Source: an optimization exercise on an open RTL-to-GDS flow (aim: small area, a short achievable clock period and few clock cycles per item). Production flows keep margins and buffers that such runs may drop.
Only simulation tests tie the RTL to the original design; equivalence was not proved.
The clock input has no modelled driver; a real chip could not lean on it and would need a root buffer or a full tree.
Power figures rest on the tool's default switching activity, not on a simulated workload.

== P ==
// axil_reg_slave
module axil_reg_slave #(
    parameter int ADDR_WIDTH = 6,
    parameter int DATA_WIDTH = 32
) (
    input  wire                                            ACLK,
    input  wire                                            ARESET,
    input  logic [ADDR_WIDTH-1:0]                          AWADDR,
    input  logic                                           AWVALID,
    output logic                                           AWREADY,
    input  logic [DATA_WIDTH-1:0]                          WDATA,
    input  logic [DATA_WIDTH/reg_bank_pkg::BYTE_BITS-1:0]  WSTRB,
    input  logic                                           WVALID,
    output logic                                           WREADY,
    output logic [1:0]                                     BRESP,
    output logic                                           BVALID,
    input  logic                                           BREADY,
    input  logic [ADDR_WIDTH-1:0]                          ARADDR,
    input  logic                                           ARVALID,
    output logic                                           ARREADY,
    output logic [DATA_WIDTH-1:0]                          RDATA,
    output logic [1:0]                                     RRESP,
    output logic                                           RVALID,
    input  logic                                           RREADY
);
export LEC_CHECK = 0
export CAP_MARGIN = 20
export CORE_MARGIN = 2
export CORE_UTILIZATION = 65
export CTS_CLUSTER_DIAMETER = 150
export CTS_CLUSTER_SIZE = 30
export SETUP_SLACK_MARGIN = 2.2
export SLEW_MARGIN = 20
create_clock -name core_clock -period 4.0 [get_ports {ACLK}]
standard.sh (not shown) runs the stock make flow with config.mk's settings and CLKGATE_MAP_FILE= SYNTH_SCRIPT=/design/flow/synth_recipe.tcl, a recipe that flattens the netlist after the stock synthesis.
==> flow/flow/run.sh <==
#!/bin/bash
# Standard layout with three changes: the ports are buffered by plain buffers
# instead of the delay cell buffer_ports picks by default, CTS adds no dummy
# loads, and the clock tree's root buffer is dropped after CTS (pre_cts.tcl).
set -euo pipefail
cp config.mk own_config.mk
cat flow/extra.mk >> own_config.mk
echo "export PRE_CTS_TCL = $(pwd)/flow/pre_cts.tcl" >> own_config.mk
echo "export FLOW_CLOCK_PORT = ACLK" >> own_config.mk
sed 's#DESIGN_CONFIG=\([^ ]*\)/config\.mk#DESIGN_CONFIG=\1/own_config.mk#' standard.sh > own_standard.sh
grep -q own_config.mk own_standard.sh
bash own_standard.sh > standard.log 2>&1
==> flow/flow/extra.mk <==
export BUFFER_PORTS_ARGS = -buffer_cell sky130_fd_sc_hd__buf_2
export CTS_ARGS = -sink_clustering_enable -repair_clock_nets -sink_clustering_size 30 -sink_clustering_max_diameter 150 -dont_use_dummy_load
==> flow/flow/pre_cts.tcl <==
proc drop_clock_root {} {
  set block [ord::get_db_block]
  set clk [$block findNet $::env(FLOW_CLOCK_PORT)]
  set roots {}
  foreach it [$clk getITerms] { if {[$it isInputSignal]} { lappend roots [$it getInst] } }
  if {[llength $roots] != 1} { puts "drop_clock_root: [llength $roots] roots, left as is"; return }
  set root [lindex $roots 0]
  set rootnet ""
  foreach it [$root getITerms] { if {[$it isOutputSignal]} { set rootnet [$it getNet] } }
  set loads {}
  foreach it [$rootnet getITerms] { if {[$it isInputSignal]} { lappend loads $it } }
  if {[llength $loads] > 4 || [llength [$rootnet getBTerms]] > 0} { puts "drop_clock_root: [llength $loads] loads, left as is"; return }
  foreach it $loads {
    if {![string match "*clkbuf*" [[[$it getInst] getMaster] getName]]} { puts "drop_clock_root: root drives a non-buffer, left as is"; return }
  }
  foreach it $loads { $it disconnect; $it connect $clk }
  puts "drop_clock_root: removed [$root getName], [llength $loads] buffers now on the clock port"
  odb::dbInst_destroy $root
  odb::dbNet_destroy $rootnet
}

rename clock_tree_synthesis orig_clock_tree_synthesis
proc clock_tree_synthesis {args} {
  orig_clock_tree_synthesis {*}$args
  drop_clock_root
}
P ended with every stage complete and zero timing, DRC or antenna violations.
Testbench counts of P, summed over its fixed seeds: cycles 3,216, items 6,400.
diff inputs: P => Q
-- flow/config.mk --
<<< P, line 8
export CAP_MARGIN = 20
export CORE_MARGIN = 2
export CORE_UTILIZATION = 65
export CTS_CLUSTER_DIAMETER = 150
export CTS_CLUSTER_SIZE = 30
>>> Q, line 8
export CAP_MARGIN = 20
export CORE_MARGIN = 2
export CORE_UTILIZATION = 40
export CTS_CLUSTER_DIAMETER = 150
export CTS_CLUSTER_SIZE = 30
Findings:
Power density relative to cell area: Q < P. Going from P to Q, post-cts resize count rose by 18%; shortest clock period the worst path allows after layout fell by 0.023 ns; hold slack stayed essentially flat; power in sequential cells stayed essentially flat.

* * *

job 8608:
axil_reg_slave again, from the RTL that the note above started with.
export LEC_CHECK = 0
export CAP_MARGIN = 20
export CORE_MARGIN = 2
export CORE_UTILIZATION = 55
export CTS_CLUSTER_DIAMETER = 150
export CTS_CLUSTER_SIZE = 30
export SETUP_SLACK_MARGIN = 2.2
export SLEW_MARGIN = 20
export TNS_END_PERCENT = 10
create_clock -name core_clock -period 4.0 [get_ports {ACLK}]
Scripts as last shown in full above: flow/flow/run.sh, flow/flow/extra.mk, flow/flow/pre_cts.tcl
Job 8608 reached the final stage; the timing, design-rule and antenna checks on its layout passed.
Testbench counts of job 8608, summed over its fixed seeds: cycles 3,216, items 6,400.
Modified inputs, job 1262 compared to job 8608
Settings: SETUP_SLACK_MARGIN changed from 2.2 to 2.26; TNS_END_PERCENT removed (was 10).
### Flow results
Diff job 8608..job 1262 | total grt overflow | unchanged. Re count of fill cells added during filler insertion: job 8608 was higher than job 1262. Job 1262 ended with more maximum number of pins on one net before global-route repair than job 8608. Job 1262 vs. job 8608: number of non-clock buffers in the layout climbed 18, combinational fraction of design power now sits higher, number of cells in the finished layout apart from fillers climbed 18, number of search-and-repair iterations in the first detailed-routing pass fell by 1, critical path depth grew by 1. Job 1262 vs job 8608 — met3 wire length dropped 24%. Job 8608 ended up with u_reg_bank.regs[12][9]$_DFFE_PP_ as its endpoint of the most critical setup path; job 1262 ended up with u_reg_bank.regs[13][13]$_DFFE_PP_.
Edits applied to the flow inputs when going from job 1262 to job 6232:
Settings: SETUP_SLACK_MARGIN changed from 2.26 to 2.32.
### Flow results
Summary of job 6232 over job 1262: final worst-path cycle share up 1.2 points, clock network fraction of total power down 0.2 points, final worst-path setup slack down 0.048 ns.
In job 6232 the part of the power in registers turned out 0.8 points lower than in job 1262.
Post-route cell area up 720 sq um in job 6232 wrt job 1262
Compared with job 1262, job 6232 shows number of fill cells that has gone down by a few percent.
Sort job 1262 and job 6232 by minimum hold slack asc -> top: job 1262
What job 3987 does differently from job 6232 at the input level:
Settings: changing SETUP_SLACK_MARGIN from 2.32 to 2.2.
## What came out
- Compared to job 6232, job 3987 has switching power as a share of total power 0.16 points lower.
- Re area added between synthesis and finish: job 6232 and job 3987 aren't equal, and the lower value belongs to job 3987.
- From job 6232 to job 3987 the numbers moved as follows: data arrival time of the critical path stayed essentially flat, portion of the clock cycle consumed by the worst path in the final layout stayed essentially flat, clock share of power higher, fraction of met2 tracks used by global routing went down 1.4 points.
- Job 3987: sum of internal, switching and leakage power is about 1.7% lower than what job 6232 reported.
- Global-route usage essentially unchanged between job 6232 and job 3987.

* * *

Another version of the RTL of axil_reg_slave (not shown whole).
Size: about 1,200 cells after synthesis, roughly 23,000 um^2 of cells after synthesis.
==> flow/design.v (excerpt) <==
module axil_reg_slave #(
    parameter int ADDR_WIDTH = 6,
    parameter int DATA_WIDTH = 32
) (
    input  wire                                            ACLK,
    input  wire                                            ARESET,
    input  logic [ADDR_WIDTH-1:0]                          AWADDR,
    input  logic                                           AWVALID,
    output logic                                           AWREADY,
    input  logic [DATA_WIDTH-1:0]                          WDATA,
    input  logic [DATA_WIDTH/reg_bank_pkg::BYTE_BITS-1:0]  WSTRB,
    input  logic                                           WVALID,
    output logic                                           WREADY,
    output logic [1:0]                                     BRESP,
    output logic                                           BVALID,
    input  logic                                           BREADY,
    input  logic [ADDR_WIDTH-1:0]                          ARADDR,
    input  logic                                           ARVALID,
    output logic                                           ARREADY,
    output logic [DATA_WIDTH-1:0]                          RDATA,
    output logic [1:0]                                     RRESP,
    output logic                                           RVALID,
    input  logic                                           RREADY
);
clock: 4.0 ns
lec_check: 0
cap_margin: 20
core_margin: 2
core_utilization: 55
cts_cluster_diameter: 150
cts_cluster_size: 30
setup_slack_margin: 2.1
slew_margin: 20
Scripts as last shown in full above: flow/flow/run.sh, flow/flow/extra.mk, flow/flow/pre_cts.tcl
The starting point finished with timing, DRC and antenna clean.
Testbench counts at the start, summed over its fixed seeds: cycles 3,216, items 6,400.
Then changed:
Settings changed: SETUP_SLACK_MARGIN 2.1 to 2.2.
The new run went through all stages and came out clean; cell area increases by 1.8%; routed wire length increases by 3.1%; clock power stays flat; worst setup slack gets better by 0.045 ns; non-clock buffer count increases by 17; hold slack hardly moves.

* * *

Setup of the baseline:
axil_reg_slave, a different RTL version from the one above (not shown whole).
Size in the first run: about 1200 cells after synthesis, roughly 96 I/O pins, roughly 22000 um^2 of cells after synthesis.
==> flow/design.v (excerpt) <==
module axil_reg_slave #(
    parameter int ADDR_WIDTH = 6,
    parameter int DATA_WIDTH = 32
) (
    input  wire                                            ACLK,
    input  wire                                            ARESET,
    input  logic [ADDR_WIDTH-1:0]                          AWADDR,
    input  logic                                           AWVALID,
    output logic                                           AWREADY,
    input  logic [DATA_WIDTH-1:0]                          WDATA,
    input  logic [DATA_WIDTH/reg_bank_pkg::BYTE_BITS-1:0]  WSTRB,
    input  logic                                           WVALID,
    output logic                                           WREADY,
    output logic [1:0]                                     BRESP,
    output logic                                           BVALID,
    input  logic                                           BREADY,
    input  logic [ADDR_WIDTH-1:0]                          ARADDR,
    input  logic                                           ARVALID,
    output logic                                           ARREADY,
    output logic [DATA_WIDTH-1:0]                          RDATA,
    output logic [1:0]                                     RRESP,
    output logic                                           RVALID,
    input  logic                                           RREADY
);
Settings: LEC_CHECK=0, CAP_MARGIN=20, CORE_MARGIN=2, CORE_UTILIZATION=40, CTS_CLUSTER_DIAMETER=150, CTS_CLUSTER_SIZE=30, SETUP_SLACK_MARGIN=2.0, SLEW_MARGIN=20; clock period 4.0 ns.
run.sh (not shown) runs the stock make flow with config.mk's settings and CLKGATE_MAP_FILE= SYNTH_SCRIPT=/design/flow/synth_recipe.tcl, a recipe that flattens the netlist after the stock synthesis.
Stock flow here: none of the scripts above is used.
Testbench counts of the baseline, summed over its fixed seeds: cycles 3,216, items 6,400.
Input changes introduced in the candidate (baseline for comparison: the baseline):
Settings: swapping 2.0 for 2.2 in SETUP_SLACK_MARGIN; swapping 40 for 55 in CORE_UTILIZATION.
==> flow/flow/run.sh (new file) <==
#!/bin/bash
# Standard layout with the ports buffered by plain buffers instead of the
# delay cell buffer_ports picks by default.
set -euo pipefail
cp config.mk own_config.mk
cat flow/extra.mk >> own_config.mk
sed 's#DESIGN_CONFIG=\([^ ]*\)/config\.mk#DESIGN_CONFIG=\1/own_config.mk#' standard.sh > own_standard.sh
grep -q own_config.mk own_standard.sh
bash own_standard.sh > standard.log 2>&1
==> flow/flow/extra.mk (new file) <==
export BUFFER_PORTS_ARGS = -buffer_cell sky130_fd_sc_hd__buf_2
export CTS_ARGS = -sink_clustering_enable -repair_clock_nets -sink_clustering_size 30 -sink_clustering_max_diameter 150 -dont_use_dummy_load
==> flow/standard.sh (new file) <==
#!/bin/bash
# synth_recipe.tcl (not shown) runs the flow's synth.tcl, then flattens the netlist and writes it again
# the make line also repeats each setting of config.mk as NAME=value (left out here)
make -C /OpenROAD-flow-scripts/flow DESIGN_CONFIG=/design/flow/config.mk WORK_HOME=/design/flow/orfs CLKGATE_MAP_FILE= SYNTH_SCRIPT=/design/flow/synth_recipe.tcl "${@:-finish}"
removed: flow/run.sh
## What came out
In the tables for the baseline and the candidate, total power reads lower with the candidate.
Non-clock buffer instance count of the final layout down 7 in the candidate wrt the baseline
The candidate vs the baseline — global-route usage rose 7.2 points.
Length of routed met3 wiring: the candidate > the baseline
Clock buffer count (higher): the baseline
| total via count after detailed routing | the baseline vs the candidate | ≈ equal |
Taking the baseline as the reference point, the initial core utilization of the candidate rises by 15 points.
Going from the baseline to the candidate, total net switching power shrinks by 0.020 mW.
The candidate has relative area of clock buffers and inverters in the final design below what the baseline had.
Switching share of total power of the baseline is on par with the candidate.
The baseline reports its slowest library cell on the worst path as sky130_fd_sc_hd__dfxtp_4 while the candidate reports sky130_fd_sc_hd__dfxtp_2.
Between the baseline and the candidate, the sequential share of layout area figures differ only marginally.

* * *

Another version of the RTL of axil_reg_slave (not shown whole).
Size: ~1200 cells after synthesis, roughly 610 flip-flops, roughly 96 I/O pins.
Settings: LEC_CHECK=0, CAP_MARGIN=20, CORE_MARGIN=2, CORE_UTILIZATION=55, CTS_CLUSTER_DIAMETER=150, CTS_CLUSTER_SIZE=30, SETUP_SLACK_MARGIN=2.35, SLEW_MARGIN=20; clock period 4.0 ns.
standard.sh (not shown) runs the stock make flow with config.mk's settings and CLKGATE_MAP_FILE= SYNTH_SCRIPT=/design/flow/synth_recipe.tcl, a recipe that flattens the netlist after the stock synthesis.
==> flow/flow/run.sh <==
#!/bin/bash
# Standard layout with three changes: the ports are buffered by plain buffers
# instead of the delay cell buffer_ports picks by default, CTS adds no dummy
# loads, and the clock tree's root buffer is dropped after CTS (pre_cts.tcl).
set -euo pipefail
cp config.mk own_config.mk
cat flow/extra.mk >> own_config.mk
echo "export PRE_CTS_TCL = $(pwd)/flow/pre_cts.tcl" >> own_config.mk
echo "export FLOW_CLOCK_PORT = ACLK" >> own_config.mk
sed 's#DESIGN_CONFIG=\([^ ]*\)/config\.mk#DESIGN_CONFIG=\1/own_config.mk#' standard.sh > own_standard.sh
grep -q own_config.mk own_standard.sh
bash own_standard.sh > standard.log 2>&1
==> flow/flow/extra.mk <==
export BUFFER_PORTS_ARGS = -buffer_cell sky130_fd_sc_hd__buf_2
export CTS_ARGS = -sink_clustering_enable -repair_clock_nets -sink_clustering_size 30 -sink_clustering_max_diameter 150 -dont_use_dummy_load
Scripts as last shown in full above: flow/flow/pre_cts.tcl
Testbench counts at the start, summed over its fixed seeds: cycles 3,216, items 6,400.
Next try:
==> flow/flow/run.sh (replaced) <==
#!/bin/bash
# Standard layout with the ports buffered by plain buffers instead of the
# delay cell buffer_ports picks by default.
set -euo pipefail
cp config.mk own_config.mk
cat flow/extra.mk >> own_config.mk
sed 's#DESIGN_CONFIG=\([^ ]*\)/config\.mk#DESIGN_CONFIG=\1/own_config.mk#' standard.sh > own_standard.sh
grep -q own_config.mk own_standard.sh
bash own_standard.sh > standard.log 2>&1
Settings changed: CORE_UTILIZATION 55 to 40, SETUP_SLACK_MARGIN 2.35 to 2.1.
removed: flow/flow/pre_cts.tcl
What happened:
- worst setup slack loses 0.13 ns
- die area rose by 37%
- clock skew barely changes
- flip-flop and latch count stays the same
- synthesized cell count is unchanged
- hold slack is worse by 0.082 ns
- register-to-register slack loses 0.20 ns
- core utilization came out lower by 20 points
- area after synthesis does not change
Next try:
==> flow/flow/run.sh (replaced) <==
#!/bin/bash
# Standard layout with three changes: the ports are buffered by plain buffers
# instead of the delay cell buffer_ports picks by default, CTS adds no dummy
# loads, and the clock tree's root buffer is dropped after CTS (pre_cts.tcl).
set -euo pipefail
cp config.mk own_config.mk
cat flow/extra.mk >> own_config.mk
echo "export PRE_CTS_TCL = $(pwd)/flow/pre_cts.tcl" >> own_config.mk
echo "export FLOW_CLOCK_PORT = ACLK" >> own_config.mk
sed 's#DESIGN_CONFIG=\([^ ]*\)/config\.mk#DESIGN_CONFIG=\1/own_config.mk#' standard.sh > own_standard.sh
grep -q own_config.mk own_standard.sh
bash own_standard.sh > standard.log 2>&1
==> flow/flow/pre_cts.tcl (new file) <==
proc drop_clock_root {} {
  set block [ord::get_db_block]
  set clk [$block findNet $::env(FLOW_CLOCK_PORT)]
  set roots {}
  foreach it [$clk getITerms] { if {[$it isInputSignal]} { lappend roots [$it getInst] } }
  if {[llength $roots] != 1} { puts "drop_clock_root: [llength $roots] roots, left as is"; return }
  set root [lindex $roots 0]
  set rootnet ""
  foreach it [$root getITerms] { if {[$it isOutputSignal]} { set rootnet [$it getNet] } }
  set loads {}
  foreach it [$rootnet getITerms] { if {[$it isInputSignal]} { lappend loads $it } }
  if {[llength $loads] > 4 || [llength [$rootnet getBTerms]] > 0} { puts "drop_clock_root: [llength $loads] loads, left as is"; return }
  foreach it $loads {
    if {![string match "*clkbuf*" [[[$it getInst] getMaster] getName]]} { puts "drop_clock_root: root drives a non-buffer, left as is"; return }
  }
  foreach it $loads { $it disconnect; $it connect $clk }
  puts "drop_clock_root: removed [$root getName], [llength $loads] buffers now on the clock port"
  odb::dbInst_destroy $root
  odb::dbNet_destroy $rootnet
}

rename clock_tree_synthesis orig_clock_tree_synthesis
proc clock_tree_synthesis {args} {
  orig_clock_tree_synthesis {*}$args
  drop_clock_root
}
Settings changed: CORE_UTILIZATION 40 to 65, SETUP_SLACK_MARGIN 2.1 to 2.2.
What happened: Wire length came out lower by 6.5%; clock skew came out higher by 0.011 ns; fmax came out higher by 4.2%; non-clock buffer count came out lower by 1; area after synthesis is unchanged.
Next try:
Settings changed: CORE_UTILIZATION 65 to 55.
Combinational power is higher by 2.9%.
Design area is higher by about 1%.
Sequential share of layout area is lower by 0.69 points.
Next try:
Settings changed: SETUP_SLACK_MARGIN 2.2 to 2.1.
Effect: The changed run completed without violations. First-iteration DRC count came out higher by 8.1%. Setup slack got worse by 0.053 ns. Non-clock buffer count falls by 21. Critical path depth stays the same. Sequential power stays flat. Die area stays the same. Sequential share of layout area rose by 0.90 points. Global-route usage hardly moves. Area after synthesis does not change. Sequential cell count is unchanged.

## afterwards: timing with drivers on the ports
The results above use ideal ports. As a check the final layouts listed here were re-extracted and re-timed, cells and wires unchanged. Step 1 (the two cells are an assumption about what drives the block):
set clk [get_ports {ACLK}]
set_driving_cell -lib_cell sky130_fd_sc_hd__clkbuf_16 $clk
set_driving_cell -lib_cell sky130_fd_sc_hd__buf_2 [delete_from_list [all_inputs] $clk]
Step 2 times the ports against the registers' clock, not the clock port: input delays grow and output delays shrink by t, the midpoint of the rising clock arrivals with the driver on. Slacks: ideal ports / drivers / drivers and shift; pairs: ideal ports / drivers.
run	shift t [ns]	slack for setup (ns)	worst hold slack (ns)	latest minus earliest clock arrival (ns)
P	0.500	2.168 / 2.147 / 1.770	0.483 / 0.473 / 0.483	0.039 / 0.038
Q	0.512	2.191 / 2.143 / 1.811	0.485 / 0.446 / 0.485	0.059 / 0.060
job 8608	0.501	2.006 / 2.006 / 1.779	0.477 / 0.470 / 0.477	0.044 / 0.044
job 1262	0.506	2.263 / 2.215 / 1.813	0.475 / 0.470 / 0.475	0.024 / 0.024
job 6232	0.507	2.215 / 2.211 / 1.815	0.487 / 0.461 / 0.487	0.038 / 0.038
job 3987	0.498	2.212 / 2.188 / 1.773	0.485 / 0.474 / 0.485	0.044 / 0.043
the first run of note 3	0.504	2.133 / 2.115 / 1.777	0.484 / 0.475 / 0.484	0.026 / 0.025
the second run of note 3	0.507	2.179 / 2.179 / 1.815	0.484 / 0.468 / 0.484	0.030 / 0.030
the baseline	0.629	1.983 / 1.924 / 1.479	0.478 / 0.478 / 0.478	0.039 / 0.040
the candidate	0.604	2.138 / 2.079 / 1.808	0.397 / 0.360 / 0.491	0.084 / 0.084
the first run of note 5	0.494	2.263 / 2.185 / 1.810	0.488 / 0.488 / 0.488	0.070 / 0.070
the second run of note 5	0.601	2.130 / 2.085 / 1.572	0.406 / 0.376 / 0.477	0.066 / 0.066
the third run of note 5	0.472	2.204 / 2.184 / 1.782	0.484 / 0.484 / 0.484	0.078 / 0.078
the fourth run of note 5	0.481	2.197 / 2.180 / 1.831	0.482 / 0.482 / 0.482	0.069 / 0.069
the fifth run of note 5	0.487	2.144 / 2.125 / 1.757	0.488 / 0.487 / 0.488	0.067 / 0.068
After both steps every run listed still meets setup and hold. The setup slack of the second run of note 5, which loses most, moves by -0.045 ns with the drivers and by -0.558 ns with both steps.
